This design comes from an exercise in tuning for small area, a short achievable clock period and few clock cycles per item on the open sky130 flow, not from production work.
No functional check of the RTL was part of any run shown here.
Power is estimated from default activity; no workload was simulated.

===== flow/config.mk =====
export PLATFORM = sky130hd
export DESIGN_NAME = keyed_status_table
export DESIGN_NICKNAME = keyed_status_table
export VERILOG_FILES = /design/flow/design.v
export SDC_FILE = /design/flow/constraint.sdc
export NUM_CORES = 4
export LEC_CHECK = 0
export CAP_MARGIN = 20
export CORE_MARGIN = 2
export CORE_UTILIZATION = 48
export CTS_CLUSTER_DIAMETER = 80
export CTS_CLUSTER_SIZE = 25
export SETUP_SLACK_MARGIN = 1.7
export SLEW_MARGIN = 20

===== flow/run.sh =====
#!/bin/bash
# synth_recipe.tcl (not shown) runs the flow's synth.tcl, then flattens the netlist and writes it again
# the make line also repeats each setting of config.mk as NAME=value (left out here)
make -C /OpenROAD-flow-scripts/flow DESIGN_CONFIG=/design/flow/config.mk WORK_HOME=/design/flow/orfs CLKGATE_MAP_FILE= SYNTH_SCRIPT=/design/flow/synth_recipe.tcl finish

===== flow/constraint.sdc =====
create_clock -name core_clock -period 4.0 [get_ports {clk}]
set_input_delay 0.8000 -clock core_clock [delete_from_list [all_inputs] [get_ports {clk}]]
set_output_delay 0.8000 -clock core_clock [all_outputs]
set_load 0.01 [all_outputs]

===== flow/design.v =====
package kst_pkg;
	localparam int ENTRIES  = 16;
	localparam int KEY_BITS = 64;
	localparam int IDX_W    = $clog2(ENTRIES);
	localparam int CNT_W    = $clog2(ENTRIES + 1);
	typedef enum logic {
		FUNC_SET    = 1'b0,
		FUNC_LOOKUP = 1'b1
	} func_t;
	typedef enum logic [1:0] {
		RC_OK        = 2'd0,
		RC_FULL      = 2'd1,
		RC_NOT_FOUND = 2'd2
	} code_t;
	typedef struct packed {
		logic [KEY_BITS-1:0] key;
		logic [31:0]         addr;
		logic [15:0]         port;
		logic                flag;
	} entry_t;
endpackage
module keyed_status_table (
	input  logic           clk,
	input  logic           arst_n,
	input  logic           req_valid,
	output logic           req_ready,
	input  logic           req_func,
	input  logic [63:0]    req_key,
	input  logic           req_online,
	input  logic [31:0]    req_ip_addr,
	input  logic [15:0]    req_port_num,
	output logic           rsp_valid,
	input  logic           rsp_ready,
	output logic [1:0]     rsp_result_code,
	output logic [31:0]    rsp_found_ip,
	output logic [15:0]    rsp_found_port,
	output logic           rsp_found_online
);
	localparam int N  = kst_pkg::ENTRIES;
	localparam int KW = kst_pkg::KEY_BITS;
	localparam int RW = 32 + 16 + 1;           
	localparam int H  = N / 2;                 
	logic              a_vld;
	logic              a_func;
	logic [KW-1:0]     a_key;
	logic [RW-1:0]     a_rec;
	logic [N-1:0]      a_hv;                    
	logic [N-1:0]      v_q;
	logic [KW-1:0]     k_q [N];
	logic [RW-1:0]     d_q [N];                 
	logic [N-1:0]      d_wr;
	logic              o_vld, s_vld;
	logic [1:0]        o_code, s_code;
	logic [RW-1:0]     o_rec;
	logic [N-1:0]      s_hv;
	logic [N-1:0]      a_rd;                    
	logic [N-1:0]      rd_q;                    
	logic [N-1:0]      rd_n;
	logic              s_push;
	logic              rdy_q;
	logic [N-1:0]      i_hv;
	logic              i_fwd;
	logic              full;
	logic              a_set;
	logic              a_hit;
	logic              a_ins0, a_insh;
	logic              a_wait;
	logic              a_move;
	logic              a_load;
	logic              o_load;
	logic [1:0]        new_code;
	logic [RW-1:0]     new_rec;
	logic [N-1:0]      v_n;
	logic              full_n, a_vld_n, a_wait_n, s_vld_n;
	always_comb begin
		for (int p = 0; p < N; p++)
			i_hv[(p + 1) % N] = v_q[p] && (k_q[p] == req_key);
		i_fwd   = a_key == req_key;
		i_hv[0] = i_hv[0] || (a_ins0 && i_fwd);
		i_hv[H] = i_hv[H] || (a_insh && i_fwd);
	end
	assign full    = &v_q;
	assign a_set   = a_vld && (a_func == kst_pkg::FUNC_SET);
	assign a_hit   = |a_hv;
	assign a_ins0  = a_set && !a_hit && !v_q[N-1];
	assign a_insh  = a_set && !a_hit && v_q[N-1] && !v_q[H-1];
	assign a_wait  = a_set && !a_hit && !full && v_q[N-1] && v_q[H-1];
	assign a_move  = a_vld && !a_wait && (!s_vld || rsp_ready);
	assign a_load  = !a_vld || a_move;
	assign o_load  = !o_vld || rsp_ready;
	assign a_rd  = a_hv & {N{a_func == kst_pkg::FUNC_LOOKUP}};
	always_comb begin
		new_rec = '0;
		for (int p = 0; p < N; p++)
			new_rec = new_rec | ((d_q[p] ^ {RW{p % 2 == 1}}) & {RW{rd_q[p]}});
		if (a_func == kst_pkg::FUNC_LOOKUP)
			new_code = a_hit ? kst_pkg::RC_OK : kst_pkg::RC_NOT_FOUND;
		else
			new_code = (!a_hit && full) ? kst_pkg::RC_FULL : kst_pkg::RC_OK;
	end
	always_ff @(posedge clk or negedge arst_n) begin
		if (!arst_n)
			a_vld <= 1'b0;
		else if (a_load)
			a_vld <= req_valid && req_ready;
	end
	always_ff @(posedge clk) begin
		if (a_load) begin
			a_func <= req_func;
			a_key  <= req_key;
			a_rec  <= {req_ip_addr, req_port_num, req_online};
			a_hv   <= i_hv;
		end else begin
			a_hv   <= {a_hv[N-2:0], a_hv[N-1]} | N'(a_ins0) | (N'(a_insh) << H);
		end
	end
	assign v_n = {v_q[N-2:H], v_q[H-1] || a_insh, v_q[H-2:0], v_q[N-1] || a_ins0};
	always_ff @(posedge clk or negedge arst_n) begin
		if (!arst_n)
			v_q <= '0;
		else
			v_q <= v_n;
	end
	always_comb begin
		for (int p = 0; p < N; p++)
			d_wr[(p + 1) % N] = a_set && a_hv[p] && (!s_vld || rsp_ready);
		d_wr[0] = d_wr[0] || !v_q[N-1];
		d_wr[H] = d_wr[H] || !v_q[H-1];
	end
	always_ff @(posedge clk) begin
		for (int p = 1; p < N; p++)
			k_q[p] <= k_q[p-1];
		k_q[0] <= v_q[N-1] ? k_q[N-1] : a_key;
		k_q[H] <= v_q[H-1] ? k_q[H-1] : a_key;
		for (int p = 0; p < N; p++)
			d_q[p] <= ~(({RW{d_wr[p]}} & ((p % 2 == 1) ? a_rec : ~a_rec))
			          | ({RW{!d_wr[p]}} & d_q[(p + N - 1) % N]));
	end
	always_ff @(posedge clk or negedge arst_n) begin
		if (!arst_n) begin
			o_vld <= 1'b0;
			s_vld <= 1'b0;
		end else begin
			o_vld <= o_load ? (s_vld || a_move) : 1'b1;
			s_vld <= s_vld_n;
		end
	end
	always_ff @(posedge clk) begin
		if (o_load) begin
			o_code <= s_vld ? s_code : new_code;
			o_rec  <= new_rec;
		end
		if (s_push) begin
			s_code <= new_code;
			s_hv   <= {a_rd[N-2:0], a_rd[N-1]};
		end else begin
			s_hv   <= {s_hv[N-2:0], s_hv[N-1]};
		end
	end
	assign full_n   = &v_n;
	assign a_vld_n  = a_load ? (req_valid && req_ready) : a_vld;
	assign a_wait_n = (a_load ? (req_func == kst_pkg::FUNC_SET)
	                          : (a_set && !a_hit && !a_ins0 && !a_insh))
	                  && !full_n && v_n[N-1] && v_n[H-1];
	assign s_vld_n  = o_load ? (s_vld && a_move) : (s_vld || a_move);
	assign s_push   = a_move && (s_vld || !o_load);
	always_comb begin
		if (s_vld_n)
			rd_n = s_push ? {a_rd[N-2:0], a_rd[N-1]} : {s_hv[N-2:0], s_hv[N-1]};
		else if (a_load)
			rd_n = '0;
		else
			rd_n = {a_rd[N-2:0], a_rd[N-1]};
		rd_n = rd_n | (i_hv & {N{!s_vld_n && a_load && (req_func == kst_pkg::FUNC_LOOKUP)}});
	end
	always_ff @(posedge clk)
		rd_q <= rd_n;
	always_ff @(posedge clk or negedge arst_n) begin
		if (!arst_n)
			rdy_q <= 1'b1;
		else
			rdy_q <= !a_vld_n || (!a_wait_n && !s_vld_n);
	end
	assign req_ready        = rdy_q;
	assign rsp_valid        = o_vld;
	assign rsp_result_code  = o_code;
	assign rsp_found_ip     = o_rec[RW-1:17];
	assign rsp_found_port   = o_rec[16:1];
	assign rsp_found_online = o_rec[0];
endmodule

==> results of run 1 <==
==> worst max-delay path by stage <==
stage / start / to / slack, ns / cells after the start
3_5_place_dp: req_key[26] / rd_q[12] / -0.06 / 9
6_report: req_key[58] / rd_q[12] / 1.48 / 9
5_1_grt: a_hv[12] / a_key[36] / 1.51 / 9
2_1_floorplan: req_key[39] / rd_q[7] / 1.68 / 8
4_1_cts: req_key[13] / rd_q[12] / 1.52 / 10
3_3_place_gp: req_key[26] / rd_q[12] / -0.13 / 9
==> critical path: cells and delay by family <==
kind	cells	cell delay (ns)
xor gates and xnor gates	1	0.19
and+or+nand+nor	3	1.14
buffers and inverters	3	0.83
muxes	1	0.13
AOI/OAI and AO/OA	1	0.12
==> stage by stage <==
stage                     hold slack (ns)  std cells  worst slack, ns  TNS [ns]
after floorplan                     0.331       6253             1.68         0
after global placement              0.339       8108           -0.126    -0.126
after detailed placement            0.347       8108          -0.0615   -0.0615
after CTS                           0.354       8549             1.52         0
after global routing                0.353       8603             1.51         0
final                               0.352       8612             1.48         0
==> cells by family after synthesis <==
| family | Yosys count |
|---|---|
| compound gates | 1072 |
| xor+xnor | 832 |
| buf+inv | 559 |
| flops | 2043 |
| mux | 539 |
| simple gates | 1208 |
==> metal layers <==
layer,part of all wire,track usage,routed length (um)
met1,0.38,0.496,116000
met2,0.43,0.601,132000
met3,0.11,0.0998,33800
met4,0.081,0.243,24900
met5,0.00022,0,67
==> cells in the mapped netlist (all sizes together), types with 21 or more instances <==
master      n
mux2      146
o221ai     21
inv       100
mux2i     393
clkbuf    220
nand3      50
a21oi     397
nand2     215
o22ai     175
a221oi     98
nand4     183
o21ai     163
o2bb2ai    40
nand2b     56
a22oi      32
dfxtp    1856
edfxtp    167
nor3       23
buf       237
xor2      344
nor4      155
nor2      483
a22o       44
xnor2     488
==> registers in the layout, indices dropped and copies added, names as in the netlist <==
register,flops
a_hv,16
o_vld,1
rd_q,16
s_vld,1
s_hv,16
d_q,784
a_vld,1
o_rec,49
a_func,1
v_q,16
s_code,2
k_q,1024
a_rec,49
rdy_q,1
o_code,2
a_key,64
==> layout make-up <==
cell class	count	area (um2)	share of cell area
inverters	102	528	0.00623
well taps	1917	2400	0.0283
multi-input cells	3651	27700	0.327
clock buffers	135	2760	0.0325
clock inverters	31	353	0.00416
diodes	9	22.5	0.000266
flip-flops and latches	2043	42700	0.504
repair buffers	724	8280	0.0976
==> power by group through the flow <==
stage	logic, mW	clock network (mW)	registers, mW
after global routing	18.9	12.8	40.1
after floorplan	10.2	0	34.7
final	18.1	12.1	39.7
after detailed placement	15.4	0	39.4
after CTS	16.8	12.1	39.1
after global placement	15.4	0	39.4
==> what timing repair did <==
action,CTS,global route
buffers inserted,248,45
gates cloned,26,9
resized for setup,515,287
hold buffers,1,0
endpoints found under the hold margin,4,0
setup endpoints to repair,715,331
pin swaps,84,110
==> qor.yml, run 1 <==
sta:
  clock_skew_ns: 0.0299
  rsz0062_at_grt: "yes"
  report.final.hold_viol_count: 0
  setup_violations: 0
  slew_viol_final: 0
  fmax_ghz: 0.397
  fin_crit_sh: 0.630
  min_period_ns: 2.52
  relSlewSlack: 0.317
  worstMarginPinSlew_ns: 1.02
cts:
  cts_tree: "done"
  cts_sinks: 2043
  numCtsBuffers: 100
  cts_root_buf: "clkbuf_16"
  clockBufferDepth: 3
  clkTransAtPathRegs_ns: 0.10
  clk_latency_ns: 0.78
  h-tree-depth: 3
die:
  fp.dieW_um: 387
  top_level_ports: 171
  start_util: 0.484
  die_h_um: 387
  coreArea_um2: 146000
  dieArea_um2: 150000
  rows: 140
setup_path:
  arrival_ns: 3.23
  cp_slowest_cell: "nor4_2"
  timing.reg2reg.setup_slack_ns: 1.55
  endpoint_kind: "flop"
  r2r_start: "a_hv[12]"
  reg2reg_depth: 9
  crit_type: "in2reg"
  crit_chain: "clkdlybuf4s15_1, buf_4, xor2_1, nor4_2, nand4_1, nor4_4, buf_4, a22o_1, mux2_2"
  cp.required_ns: 4.71
  worst_r2r_endpoint: "a_hv[12]"
  crit_fanout: 6
  crit_top_cell: "buf_4"
  critPathLaunchType: "input pin"
  slowest_delay_ns: 0.54
logic_synthesis:
  ys.flop_type: "dfxtp_1"
  synth-seq-cells: 2043
  syn_avg_cell_area_um2: 11.3
  yosysWarnings: 3
  synth_fa_ha_area_frac: 0
  synth-simple-area-share: 0.0821
  synth_top_family_by_area: "XOR/XNOR gates"
  synth_cell_type_count: 70
  synthCells: 6253
  yosysTopAreaCell: "dfxtp_1"
  synth_edf_count: 167
  synth-compound-area-share: 0.0970
  yosys-mux-area-fraction: 0.0794
  synth_xor_area_frac: 0.103
  async_flop_share: 0.00979
  synth_area_um2: 70600
  synth_top_area_frac: 0.527
  synth.area.top_cells: "dfxtp_1, edfxtp_1, xnor2_1"
  syn_nets: 6371
  ys_seq_area_frac: 0.605
routing:
  routed_wl_um: 307000
  post_drt_wl_per_cell_um: 35.6
  vias: 53400
  dr.pass1.iters: 6
  detail-route-antenna-nets: 0
  drc: 0
  via_per_inst: 6.20
  drt_first_iter_violations: 6752
place:
  dpl_cell_area_um2: 75400
  portBuffers: 170
  gp_congestion: 1.06
  dp_hpwl_um: 202000
pwr:
  power.density_nw_per_um2: 825
  cell_internal_pwr_mw: 43.6
  ir_drop_mv: 0.595
  p_sw_frac: 0.377
  p_leak_nw: 35.8
  p_switching_mw: 26.4
  p_seq_frac: 0.568
  clkPwrFrac: 0.173
  power.total_mw: 70.0
  pwr-share-comb: 0.259
layout:
  layout_common_cells: "dfxtp_1, nor2_1, a21oi_1"
  final_common_cell: "dfxtp_1"
  nFillCells: 12100
  post-route-util: 0.582
  nNetsFinal: 6740
  syn_to_final_growth_pct: 20.2
  drive_above_1_share: 0.184
  final_cell_area_um2: 84800
grt:
  antenna_found_initial: 17
  grt_usage: 0.392
  grt_pass1_vias: 50400
  grt_remaining_overflow: 0
  grt_first_pass_wirelength_um: 411000
  grt_max_degree: 99
status:
  status: "complete, no violations"
hold_path:
  holdPathStages: 0
  min_from: "k_q[12][4]"
  min_path_type: "reg2reg"
  min_to: "k_q[13][4]"
run:
  maxCapViolations: 0
==> run 2, diff against run 1 <==
--- a/flow/design.v
+++ b/flow/design.v
@@ -50,3 +50,4 @@
 	logic [RW-1:0]     d_q [N];                 
-	logic [N-1:0]      d_wr;
+	logic [N-1:0]      wr_q, keep_q;            
+	logic [N-1:0]      wr_n;
 	logic              o_vld, s_vld;
@@ -87,3 +88,3 @@
 	assign a_wait  = a_set && !a_hit && !full && v_q[N-1] && v_q[H-1];
-	assign a_move  = a_vld && !a_wait && (!s_vld || rsp_ready);
+	assign a_move  = a_vld && !a_wait && !s_vld;
 	assign a_load  = !a_vld || a_move;
@@ -123,8 +124,2 @@
 	end
-	always_comb begin
-		for (int p = 0; p < N; p++)
-			d_wr[(p + 1) % N] = a_set && a_hv[p] && (!s_vld || rsp_ready);
-		d_wr[0] = d_wr[0] || !v_q[N-1];
-		d_wr[H] = d_wr[H] || !v_q[H-1];
-	end
 	always_ff @(posedge clk) begin
@@ -135,4 +130,4 @@
 		for (int p = 0; p < N; p++)
-			d_q[p] <= ~(({RW{d_wr[p]}} & ((p % 2 == 1) ? a_rec : ~a_rec))
-			          | ({RW{!d_wr[p]}} & d_q[(p + N - 1) % N]));
+			d_q[p] <= ~(({RW{wr_q[p]}} & ((p % 2 == 1) ? a_rec : ~a_rec))
+			          | ({RW{keep_q[p]}} & d_q[(p + N - 1) % N]));
 	end
@@ -167,2 +162,17 @@
 	always_comb begin
+		if (a_load || s_vld_n || !a_set)
+			wr_n = '0;
+		else
+			wr_n = {a_hv[N-3:0], a_hv[N-1:N-2]};
+		wr_n = wr_n | ({i_hv[N-2:0], i_hv[N-1]}
+		               & {N{a_load && !s_vld_n && req_valid && req_ready
+		                    && (req_func == kst_pkg::FUNC_SET)}});
+		wr_n[0] = wr_n[0] || !v_n[N-1];
+		wr_n[H] = wr_n[H] || !v_n[H-1];
+	end
+	always_ff @(posedge clk) begin
+		wr_q   <= wr_n;
+		keep_q <= ~wr_n;
+	end
+	always_comb begin
 		if (s_vld_n)
--- a/flow/config.mk
+++ b/flow/config.mk
@@ -12,3 +12,3 @@
 export CTS_CLUSTER_SIZE = 25
-export SETUP_SLACK_MARGIN = 1.7
+export SETUP_SLACK_MARGIN = 1.8
 export SLEW_MARGIN = 20
==> qor.yml, run 2 <==
cts:
  clockBufferDepth: 3
  clkTransAtPathRegs_ns: 0.10
  clk_latency_ns: 0.78
  cts_tree: "done"
  ctsHoldBuffers: 0
  cts_root_buf: "clkbuf_16"
  h-tree-depth: 3
  cts_sinks: 2075
  numCtsBuffers: 105
grt:
  antenna_found_initial: 22
  grt_pass1_vias: 52200
  grt_first_pass_wirelength_um: 450000
  grt_remaining_overflow: 0
  grt_usage: 0.442
  grt_max_degree: 54
logic_synthesis:
  async_flop_share: 0.00964
  ys_seq_area_frac: 0.618
  syn_avg_cell_area_um2: 11.7
  synth-seq-cells: 2075
  synth_area_um2: 70000
  synth_cell_type_count: 60
  yosys.cell_count.top_type: "dfxtp_1"
  ys.flop_type: "dfxtp_1"
  syn_nets: 6097
  synthTopCellsByCount: "dfxtp_1, a22oi_1, xor2_1, xnor2_1, clkbuf_1"
  synth_top_area_frac: 0.540
  yosysTopAreaCell: "dfxtp_1"
  yosysWarnings: 3
  synth_edf_count: 167
  synth.area.top_cells: "dfxtp_1, a22oi_1, edfxtp_1"
  synthCells: 5979
layout:
  nFillCells: 11900
  final_cells: 8401
  syn_to_final_growth_pct: 22.7
  final_common_cell: "dfxtp_1"
  nNetsFinal: 6516
  top_register: "k_q"
  final_cell_area_um2: 85900
  reg_top3: "k_q: 1024 flops, d_q: 784 flops, a_key: 64 flops"
  layout_common_cells: "dfxtp_1, a22oi_1, xor2_1"
  largest_reg_flops: 1024
  drive_above_1_share: 0.227
status:
  status: "complete, no violations"
routing:
  wl_met1_um: 124000
  dr.pass1.iters: 8
  top_layer_used: "met5"
  routed_wl_um: 340000
  drt_first_iter_violations: 9058
  drc: 0
  via_per_inst: 6.62
  detail-route-antenna-nets: 0
  dr_wl_met3_um: 39300
  post_drt_wl_per_cell_um: 40.4
  wl_met2_um: 147000
  vias: 55600
hold_path:
  min_from: "req_key[49]"
  min_path_type: "in2reg"
place:
  dpl_cell_area_um2: 75000
  dp_hpwl_um: 216000
  portBuffers: 170
  pre_cts_slack_ns: 0.128
  gp_congestion: 1.06
  dp_cells: 7843
die:
  rows: 140
  coreArea_um2: 145000
  top_level_ports: 171
  dieArea_um2: 149000
  fp.dieW_um: 386
  die_h_um: 386
  start_util: 0.482
setup_path:
  crit_fanout: 4
  critPathLaunch: "req_key[63]"
  cp.required_ns: 4.68
  cp_slowest_cell: "or4_4"
  arrival_ns: 3.18
  crit_chain: "buf_2, buf_12, buf_4, xnor2_1, nand4_1, nor4_2, nand2_1, or4_4, o211a_1"
  critPathLaunchType: "input pin"
  r2r_start: "v_q[10]"
  endpoint_kind: "flop"
  slowest_delay_ns: 0.59
  crit_type: "in2reg"
pwr:
  p_leak_nw: 35.1
  ir_drop_mv: 0.465
  power.density_nw_per_um2: 843
sta:
  fin_setup_tns_ns: 0
  slew_viol_final: 0
  min_period_ns: 2.50
  setup_violations: 0
  clock_skew_ns: 0.0327
  report.final.hold_viol_count: 0
  relSlewSlack: 0.235
  fmax_ghz: 0.399
  rsz0062_at_grt: "yes"
  worstMarginPinSlew_ns: 1.15
  fin_ws_ns: 1.50
  fin_crit_sh: 0.626
run:
  maxCapViolations: 0
run 2: cell type report:
class,count,area [um2],share of cell area
Sequential cell,2075,43500,0.506
Clock buffer,143,2940,0.0343
Tap cell,1917,2400,0.0279
Timing Repair inverter,5,105,0.00122
Inverter,143,728,0.00848
Antenna cell,8,20.0,0.000233
Clock inverter,42,537,0.00625
Timing Repair Buffer,756,8660,0.101
Multi-Input combinational cell,3312,27000,0.314
run 2: power breakdown:
group	switching [mW]	internal [mW]
registers	10.6	31.2
logic	9.43	8.30
clock network	7.26	5.67
run 2: kinds of logic (layout without fill, tap and decap cells):
logic type	Yosys count	after routing	share of synthesized area
compound gates	1490	1490	0.155
xor+xnor	858	858	0.107
buf+inv	594	1089	0.0348
flops	2075	2075	0.618
mux	129	129	0.0207
other cells	0	8	0
simple gates	833	835	0.0640
run 2: critical path, delay by kind of cell:
kind / cells / cell delay, ns
xor+xnor: 1 / 0.38
simple gates: 4 / 1.23
buf+inv: 3 / 0.52
compound gates: 1 / 0.25
run 2: timing repair:
| action | 4_1_cts | 5_1_grt |
|---|---|---|
| endpoints found under the setup margin | 282 | 210 |
| endpoints found under the hold margin | 0 | 0 |
| gates resized for setup | 848 | 319 |
| cloned | 46 | 4 |
| buffers inserted | 261 | 54 |
| pin swaps | 142 | 124 |
run 2: metal layers:
metal | vias to the layer above | GRT usage
met3 | 1179 | 0.106
met2 | 4494 | 0.674
li1 | 22500 | -
met5 | - | 0
met4 | 18 | 0.279
met1 | 27400 | 0.562
run 2: path summary, 6_finish.rpt:
check	cells after the start	to	slack, ns
hold reg to reg	0	k_q[7][52]	0.35
hold / removal	1	a_key[49]	0.21
setup / recovery	9	keep_q[8]	1.50
setup reg to reg	8	a_key[41]	1.50
min in group asynchronous	1	v_q[11]	0.59
max in group asynchronous	1	v_q[7]	2.65
run 2: stage by stage:
step	hold WS [ns]	power, mW	utilization
3_3_place_gp	0.340	55.3	0.517
3_5_place_dp	0.345	55.1	0.517
2_1_floorplan	0.331	45.4	-
4_1_cts	0.326	70.3	0.579
6_report	0.210	72.4	0.592
5_1_grt	0.201	74.1	0.592
==> run 3, diff against run 2 <==
--- a/flow/design.v
+++ b/flow/design.v
@@ -47,2 +47,3 @@
 	logic [N-1:0]      a_hv;                    
+	logic [N-1:0]      a_hn;                    
 	logic [N-1:0]      v_q;
@@ -50,4 +51,3 @@
 	logic [RW-1:0]     d_q [N];                 
-	logic [N-1:0]      wr_q, keep_q;            
-	logic [N-1:0]      wr_n;
+	logic [N-1:0]      d_wr, d_keep;
 	logic              o_vld, s_vld;
@@ -57,5 +57,3 @@
 	logic [N-1:0]      a_rd;                    
-	logic [N-1:0]      rd_q;                    
-	logic [N-1:0]      rd_n;
-	logic              s_push;
+	logic [N-1:0]      rd_hv;
 	logic              rdy_q;
@@ -92,2 +90,3 @@
 	assign a_rd  = a_hv & {N{a_func == kst_pkg::FUNC_LOOKUP}};
+	assign rd_hv = s_vld ? s_hv : a_rd;
 	always_comb begin
@@ -95,3 +94,3 @@
 		for (int p = 0; p < N; p++)
-			new_rec = new_rec | ((d_q[p] ^ {RW{p % 2 == 1}}) & {RW{rd_q[p]}});
+			new_rec = new_rec | ((d_q[p] ^ {RW{p % 2 == 1}}) & {RW{rd_hv[p]}});
 		if (a_func == kst_pkg::FUNC_LOOKUP)
@@ -113,4 +112,6 @@
 			a_hv   <= i_hv;
+			a_hn   <= ~i_hv;
 		end else begin
 			a_hv   <= {a_hv[N-2:0], a_hv[N-1]} | N'(a_ins0) | (N'(a_insh) << H);
+			a_hn   <= {a_hn[N-2:0], a_hn[N-1]} & ~(N'(a_ins0) | (N'(a_insh) << H));
 		end
@@ -124,2 +125,12 @@
 	end
+	always_comb begin
+		for (int p = 0; p < N; p++) begin
+			d_wr[(p + 1) % N]   = a_set && a_hv[p] && !s_vld;
+			d_keep[(p + 1) % N] = !a_set || a_hn[p] || s_vld;
+		end
+		d_wr[0]   = d_wr[0] || !v_q[N-1];
+		d_wr[H]   = d_wr[H] || !v_q[H-1];
+		d_keep[0] = d_keep[0] && v_q[N-1];
+		d_keep[H] = d_keep[H] && v_q[H-1];
+	end
 	always_ff @(posedge clk) begin
@@ -130,4 +141,4 @@
 		for (int p = 0; p < N; p++)
-			d_q[p] <= ~(({RW{wr_q[p]}} & ((p % 2 == 1) ? a_rec : ~a_rec))
-			          | ({RW{keep_q[p]}} & d_q[(p + N - 1) % N]));
+			d_q[p] <= ~(({RW{d_wr[p]}} & ((p % 2 == 1) ? a_rec : ~a_rec))
+			          | ({RW{d_keep[p]}} & d_q[(p + N - 1) % N]));
 	end
@@ -147,3 +158,3 @@
 		end
-		if (s_push) begin
+		if (a_move && (s_vld || !o_load)) begin
 			s_code <= new_code;
@@ -160,29 +171,2 @@
 	assign s_vld_n  = o_load ? (s_vld && a_move) : (s_vld || a_move);
-	assign s_push   = a_move && (s_vld || !o_load);
-	always_comb begin
-		if (a_load || s_vld_n || !a_set)
-			wr_n = '0;
-		else
-			wr_n = {a_hv[N-3:0], a_hv[N-1:N-2]};
-		wr_n = wr_n | ({i_hv[N-2:0], i_hv[N-1]}
-		               & {N{a_load && !s_vld_n && req_valid && req_ready
-		                    && (req_func == kst_pkg::FUNC_SET)}});
-		wr_n[0] = wr_n[0] || !v_n[N-1];
-		wr_n[H] = wr_n[H] || !v_n[H-1];
-	end
-	always_ff @(posedge clk) begin
-		wr_q   <= wr_n;
-		keep_q <= ~wr_n;
-	end
-	always_comb begin
-		if (s_vld_n)
-			rd_n = s_push ? {a_rd[N-2:0], a_rd[N-1]} : {s_hv[N-2:0], s_hv[N-1]};
-		else if (a_load)
-			rd_n = '0;
-		else
-			rd_n = {a_rd[N-2:0], a_rd[N-1]};
-		rd_n = rd_n | (i_hv & {N{!s_vld_n && a_load && (req_func == kst_pkg::FUNC_LOOKUP)}});
-	end
-	always_ff @(posedge clk)
-		rd_q <= rd_n;
 	always_ff @(posedge clk or negedge arst_n) begin
--- a/flow/config.mk
+++ b/flow/config.mk
@@ -12,2 +12,3 @@
 export CTS_CLUSTER_SIZE = 25
+export PLACE_DENSITY = 0.7
 export SETUP_SLACK_MARGIN = 1.8
==> qor.yml, run 3 <==
logic_synthesis:
  synth-seq-cells: 2043
  ys.flop_type: "dfxtp_1"
  synth_edf_count: 167
  synthTopCellsByCount: "dfxtp_1, nor2_1, xnor2_1, a21oi_1, a22oi_1"
  yosys.cell_count.top_type: "dfxtp_1"
  yosysTopAreaCell: "dfxtp_1"
  synth.area.top_cells: "dfxtp_1, edfxtp_1, xnor2_1"
  syn_nets: 6439
  synth_cell_type_count: 54
  synthCells: 6321
  synth_area_um2: 69600
  syn_avg_cell_area_um2: 11.0
  ys_seq_area_frac: 0.613
  async_flop_share: 0.00979
  synth_top_area_frac: 0.534
  yosysWarnings: 3
place:
  gp_congestion: 1.05
  dp_hpwl_um: 229000
  portBuffers: 170
  dpl_cell_area_um2: 75400
cts:
  cts_sinks: 2043
  h-tree-depth: 3
  clockBufferDepth: 3
  cts_root_buf: "clkbuf_16"
  numCtsBuffers: 102
status:
  status: "did not finish"
  firstError: "[ERROR GRT-0232] Routing congestion too high. Check the congestion heatmap in the GUI."
  haltStage: "global routing"
grt:
  grt_max_degree: 57
  grt_remaining_overflow: 2
  grt_usage: 0.709
die:
  start_util: 0.484
  rows: 139
  die_h_um: 385
  fp.dieW_um: 385
  top_level_ports: 171
[run 3: cell count changes after synthesis, moves of 55 or more]
cell | before | now
nor2_1 | 87 | 547
a21oi_1 | 8 | 443
nand2_1 | 218 | 145
xnor2_1 | 356 | 531
xor2_1 | 502 | 289
o21ai_0 | 161 | 96
a22oi_1 | 840 | 434
clkbuf_1 | 241 | 347
buf_2 | 105 | 50
[run 3: cells by family after synthesis]
logic type	synth area share
compound gates	0.143
xor+xnor	0.103
fa+ha+maj	0.000144
mux	0.0210
flops	0.613
simple gates	0.0856
buf+inv	0.0337
[run 3: worst max path at each step]
stage	from	to	slack, ns	cells past startpoint
2_1_floorplan	req_key[7]	a_hn[0]	1.63	7
3_3_place_gp	req_key[43]	a_hn[5]	-0.10	9
3_5_place_dp	req_key[43]	a_hn[5]	-0.02	9
4_1_cts	v_q[9]	a_hn[5]	1.51	9
[run 3: metrics by stage]
| step | cells | total power, mW | hold WS [ns] | setup WS (ns) | utilization |
|---|---|---|---|---|---|
| CTS | 8819 | 68.9 | 0.357 | 1.51 | 0.599 |
| detailed placement | 8202 | 54.4 | 0.344 | -0.0222 | 0.524 |
| floorplan | 6321 | 44.1 | 0.331 | 1.63 | - |
| global placement | 8202 | 54.4 | 0.339 | -0.102 | 0.524 |
[run 3: per-layer routing]
layer  GRT usage  overflow
met1       0.710         0
met3       0.637         0
met4       0.646         1
met2       0.810         1
met5       0.530         0
[run 3: power groups by stage]
stage               registers, mW  clock network (mW)  logic, mW
floorplan                    35.1                   0       9.02
global placement             40.3                   0       14.1
detailed placement           40.3                   0       14.1
CTS                          40.0                12.3       16.6
[run 3: what timing repair did]
item,4_1_cts
resized for setup,839
setup buffers,374
hold buffers,0
pin swaps,147
gates cloned,71
endpoints found under the setup margin,1060

## separate check: timing with driven ports
The results above use ideal ports. As a check the final layouts listed here were re-extracted and re-timed, cells and wires unchanged.
Step 1, drivers: a clkbuf_16 drives clk and a buf_2 each remaining input, both assumed.
Step 2, shift: input delay + t, output delay - t, t = (earliest + latest rising clock arrival at the registers) / 2. This alone moves slack from input paths to output paths.
Three values: ideal, step 1, step 2; two values: the first two.
run | shift t [ns] | setup slack, ns | hold WS [ns] | clock arrival spread, ns
run 1 | 0.837 | 1.480 / 1.472 / 0.665 | 0.352 / 0.343 / 0.352 | 0.031 / 0.031
run 2 | 0.862 | 1.495 / 1.502 / 0.710 | 0.210 / 0.178 / 0.355 | 0.038 / 0.038
After both steps setup and hold are still met in every run listed. For run 1, which loses most, drivers alone change the setup slack by -0.008 ns; drivers and shift together by -0.815 ns.
